From an optimization exercise on the open Yosys and OpenROAD flow, aimed at small area and a short achievable clock period; shortcuts taken in it are not production practice. In this exercise RTL edits were held to simulation tests only and were not proved equivalent to the original. Power and IR drop assume default switching activity.

job 3415:
==> flow/design.v <==
package dmem_pkg;
  localparam logic [15:0] RAM_REGION = 16'h1001;
  localparam logic [15:0] IO_REGION  = 16'h1003;
endpackage
module dmem_ram #(
  parameter int Nloc  = 64,
  parameter int Dbits = 32
) (
  input  logic                      clk,
  input  logic [Nloc/4-1:0]         ins_sel,
  input  logic [Nloc/4-1:0]         ins_keep,
  input  logic [Dbits-1:0]          wdata,
  input  logic [Nloc/2-1:0]         rd_sel,
  output logic [Dbits-1:0]          rdata
);
  logic [Nloc-1:0][Dbits-1:0] ring;
  always_ff @(posedge clk) begin
    for (int i = 0; i < Nloc; i++) begin
      if (i % 4 == 0) begin
        ring[i] <= (ring[(i + Nloc - 1) % Nloc] & {Dbits{ins_keep[i / 4]}})
                 | (wdata & {Dbits{ins_sel[i / 4]}});
      end else begin
        ring[i] <= ring[(i + Nloc - 1) % Nloc];
      end
    end
  end
  always_comb begin
    rdata = '0;
    for (int j = 0; j < Nloc / 2; j++) begin
      rdata = rdata | (ring[2 * j] & {Dbits{rd_sel[j]}});
    end
  end
endmodule
module dmem_responder #(
  parameter int          Nloc        = 64,
  parameter int          Dbits       = 32,
  parameter logic [31:0] RAM_BASE    = {dmem_pkg::RAM_REGION, 16'h0000},
  parameter logic [31:0] IO_BASE     = {dmem_pkg::IO_REGION, 16'h0000}
) (
  input  logic             clk,
  input  logic             reset,
  input  logic             mem_req,
  input  logic             mem_wr,
  input  logic [Dbits-1:0] mem_addr,
  input  logic [Dbits-1:0] mem_writedata,
  output logic [Dbits-1:0] mem_readdata,
  output logic             stall,
  output logic [15:0]      led,
  output logic [Dbits-1:0] cycle_count
);
  localparam int AW = $clog2(Nloc);
  logic c1_q, c2_q, c3_q;
  logic nd_q;
  logic idle;
  logic             wr_q;
  logic             ram_q, led_sel_q, cnt_sel_q;
  logic [AW-1:0]    sqn_q;
  logic [Nloc/2-1:0] tsel_q;
  logic [AW-1:0]    s1;
  logic [Dbits-1:0] wdata_q;
  logic [AW-1:0]    ph_q;
  logic             pv_q;
  logic [AW-1:0]    pnext_q;
  logic [Dbits-1:0] pdata_q;
  logic [Nloc/4-1:0] ins_q;
  logic [Nloc/4-1:0] keep_q;
  logic [Nloc/4-1:0] ins_d;
  logic [Nloc/4-1:0] ins_new;
  logic [Nloc/4-1:0] ins_old;
  logic [AW-1:0]    sq1;
  logic [AW-1:0]    pn1;
  logic             commit_ram;
  logic             pv_d;
  logic [AW-1:0]    pnext_d;
  logic [15:0]      led_q;
  logic [Dbits-1:0] cyc_q;
  logic             is_ram, is_led, is_cnt;
  logic             commit;
  logic             ins_now;
  logic [Dbits-1:0] tap_data;
  logic             byp;
  logic [Dbits-1:0] io_val;
  logic [Dbits-1:0] ram_val;
  logic             hold1;
  logic [Dbits-1:0] rdata_q;
  assign idle   = !(c1_q || c2_q || c3_q);
  assign s1     = mem_addr[AW+1:2] + ph_q;
  assign is_ram = (mem_addr[31:16] == RAM_BASE[31:16]);
  assign is_led = (mem_addr[31:16] == IO_BASE[31:16]) && (mem_addr[15:2] == 14'd0);
  assign is_cnt = (mem_addr[31:16] == IO_BASE[31:16]) && (mem_addr[15:2] == 14'd1);
  assign commit  = c3_q && mem_req && wr_q;
  assign commit_ram = commit && ram_q;
  assign ins_now = pv_q && (pnext_q[1:0] == 2'd0);
  assign pv_d    = commit_ram || (pv_q && !ins_now);
  assign sq1     = sqn_q + 1'b1;
  assign pn1     = pnext_q + 1'b1;
  assign pnext_d = commit_ram ? sq1 : pn1;
  assign ins_new = (sq1[1:0] == 2'd0) ? (Nloc/4)'(1) << sq1[AW-1:2] : '0;
  assign ins_old = (pv_q && !ins_now && (pn1[1:0] == 2'd0)) ? (Nloc/4)'(1) << pn1[AW-1:2] : '0;
  assign ins_d   = commit_ram ? ins_new : ins_old;
  dmem_ram #(
    .Nloc  (Nloc),
    .Dbits (Dbits)
  ) u_ram (
    .clk     (clk),
    .ins_sel (ins_q),
    .ins_keep(keep_q),
    .wdata   (pdata_q),
    .rd_sel  (tsel_q),
    .rdata   (tap_data)
  );
  assign byp = pv_q && (pnext_q == sqn_q);
  always_comb begin
    io_val = '0;
    if (led_sel_q) begin
      io_val = {{(Dbits-16){1'b0}}, led_q};
    end else if (cnt_sel_q) begin
      io_val = cyc_q;
    end
  end
  assign ram_val = byp ? pdata_q : tap_data;
  assign hold1 = c1_q && !wr_q && sqn_q[0];
  always_ff @(posedge clk or posedge reset) begin
    if (reset) begin
      nd_q <= 1'b1;
    end else begin
      nd_q <= !(c2_q && mem_req);
    end
  end
  always_ff @(posedge clk or posedge reset) begin
    if (reset) begin
      c1_q <= 1'b0;
      c2_q <= 1'b0;
      c3_q <= 1'b0;
    end else begin
      c1_q <= idle && mem_req;
      c2_q <= c1_q && mem_req;
      c3_q <= c2_q && mem_req;
    end
  end
  always_ff @(posedge clk) begin
    ph_q <= ph_q + 1'b1;
    if (idle) begin
      wr_q      <= mem_wr;
      ram_q     <= is_ram;
      led_sel_q <= is_led;
      cnt_sel_q <= is_cnt;
      sqn_q     <= s1;
    end else begin
      sqn_q     <= sqn_q + 1'b1;
    end
    tsel_q <= (Nloc/2)'(1) << (idle ? s1[AW-1:1] : sqn_q[AW-1:1]);
    if (idle) begin
      wdata_q <= mem_writedata;
    end else if (hold1) begin
      wdata_q <= ram_val;
    end
    rdata_q <= !ram_q ? io_val : (sqn_q[0] ? ram_val : wdata_q);
    pv_q    <= pv_d;
    pnext_q <= pnext_d;
    ins_q   <= ins_d;
    keep_q  <= ~ins_d;
    if (commit_ram) begin
      pdata_q <= wdata_q;
    end
  end
  always_ff @(posedge clk or posedge reset) begin
    if (reset) begin
      led_q <= '0;
    end else if (commit && led_sel_q) begin
      led_q <= wdata_q[15:0];
    end
  end
  always_ff @(posedge clk or posedge reset) begin
    if (reset) begin
      cyc_q <= '0;
    end else begin
      cyc_q <= cyc_q + 1'b1;
    end
  end
  assign stall        = mem_req && nd_q && !reset;
  assign mem_readdata = rdata_q;
  assign led          = led_q;
  assign cycle_count  = cyc_q;
endmodule
export LEC_CHECK = 0
export ABC_CLOCK_PERIOD_IN_PS = 2000
export CAP_MARGIN = 20
export CORE_MARGIN = 2
export CORE_UTILIZATION = 65
export PLACE_DENSITY = 0.75
export SETUP_SLACK_MARGIN = 2.2
export SLEW_MARGIN = 20
create_clock -name core_clock -period 4.4 [get_ports {clk}]
standard.sh (not shown) runs the stock make flow with config.mk's settings and CLKGATE_MAP_FILE= SYNTH_SCRIPT=/design/flow/synth_recipe.tcl, a recipe that flattens the netlist after the stock synthesis.
==> flow/flow/run.sh <==
#!/bin/bash
# Standard layout with port buffers made of plain buffers, free resizing, and a
# clock tree of clkbuf_16 trunks and clkbuf_8 leaves without dummy loads.
set -euo pipefail
CTS="-sink_clustering_enable -repair_clock_nets -sink_clustering_size 16 -sink_clustering_max_diameter 50"
CTS="$CTS -buf_list {sky130_fd_sc_hd__clkbuf_8 sky130_fd_sc_hd__clkbuf_16} -root_buf sky130_fd_sc_hd__clkbuf_16"
CTS="$CTS -sink_clustering_buffer sky130_fd_sc_hd__clkbuf_8 -dont_use_dummy_load"
bash standard.sh 'BUFFER_PORTS_ARGS=-buffer_cell sky130_fd_sc_hd__buf_2' MATCH_CELL_FOOTPRINT=0 "CTS_ARGS=$CTS" finish > run_make.log 2>&1
### job 3415 -> job 2471
--- a/flow/design.v
+++ b/flow/design.v
@@ -47,13 +47,12 @@
   output logic             stall,
   output logic [15:0]      led,
   output logic [Dbits-1:0] cycle_count
 );
   localparam int AW = $clog2(Nloc);
   logic c1_q, c2_q, c3_q;
-  logic nd_q;
   logic idle;
   logic             wr_q;
   logic             ram_q, led_sel_q, cnt_sel_q;
   logic [AW-1:0]    sqn_q;
   logic [Nloc/2-1:0] tsel_q;
   logic [AW-1:0]    s1;
@@ -119,19 +118,12 @@
     end
   end
   assign ram_val = byp ? pdata_q : tap_data;
   assign hold1 = c1_q && !wr_q && sqn_q[0];
   always_ff @(posedge clk or posedge reset) begin
     if (reset) begin
-      nd_q <= 1'b1;
-    end else begin
-      nd_q <= !(c2_q && mem_req);
-    end
-  end
-  always_ff @(posedge clk or posedge reset) begin
-    if (reset) begin
       c1_q <= 1'b0;
       c2_q <= 1'b0;
       c3_q <= 1'b0;
     end else begin
       c1_q <= idle && mem_req;
       c2_q <= c1_q && mem_req;
@@ -175,11 +167,11 @@
     if (reset) begin
       cyc_q <= '0;
     end else begin
       cyc_q <= cyc_q + 1'b1;
     end
   end
-  assign stall        = mem_req && nd_q && !reset;
+  assign stall        = mem_req && !c3_q && !reset;
   assign mem_readdata = rdata_q;
   assign led          = led_q;
   assign cycle_count  = cyc_q;
 endmodule
## What came out
On register bit count reported by yosys, job 3415 and job 2471 are basically level.
Job 2471 completed every stage of the flow, and the final layout passed the timing, design-rule and antenna checks.
The setup slack of job 2471 is larger than that of job 3415.
Compared with job 3415, clock-buffer cell count in job 2471 increased slightly.
Between job 3415 and job 2471, the difference in basic-gate share of the synthesized area counting and, or, nand and nor cells is negligible.
Area of the die of job 2471 is on par with job 3415.
There was hardly any difference in worst slack at placement between job 3415 and job 2471.
Total power of job 2471 is on par with job 3415.
Diff job 3415..job 2471 | synthesized netlist cell count | negligible

[what the ideal ports hide]
In the flow no input, the clock included, has a driving cell. The finished layouts below were timed again as built, in two steps. Step 1: set_driving_cell puts a clkbuf_16 on clk and a buf_2 on each other input, an assumption about the parent block. Step 2 times the ports against the registers' clock, not the clock port: input delays grow and output delays shrink by t, the midpoint of the rising clock arrivals with the driver on. a / b / c = ideal / step 1 / step 2; a / b = the first two.
run	t, ns	setup slack, ns	worst hold slack (ns)	latest minus earliest clock arrival (ns)
job 3415	0.787	2.005 / 1.933 / 1.496	0.300 / 0.270 / 0.300	0.105 / 0.105
job 2471	0.808	2.054 / 1.977 / 1.566	0.298 / 0.246 / 0.298	0.088 / 0.088
After both steps setup and hold are still met in every run listed. For job 3415, which loses most, drivers alone change the setup slack by -0.072 ns; drivers and shift together by -0.509 ns.
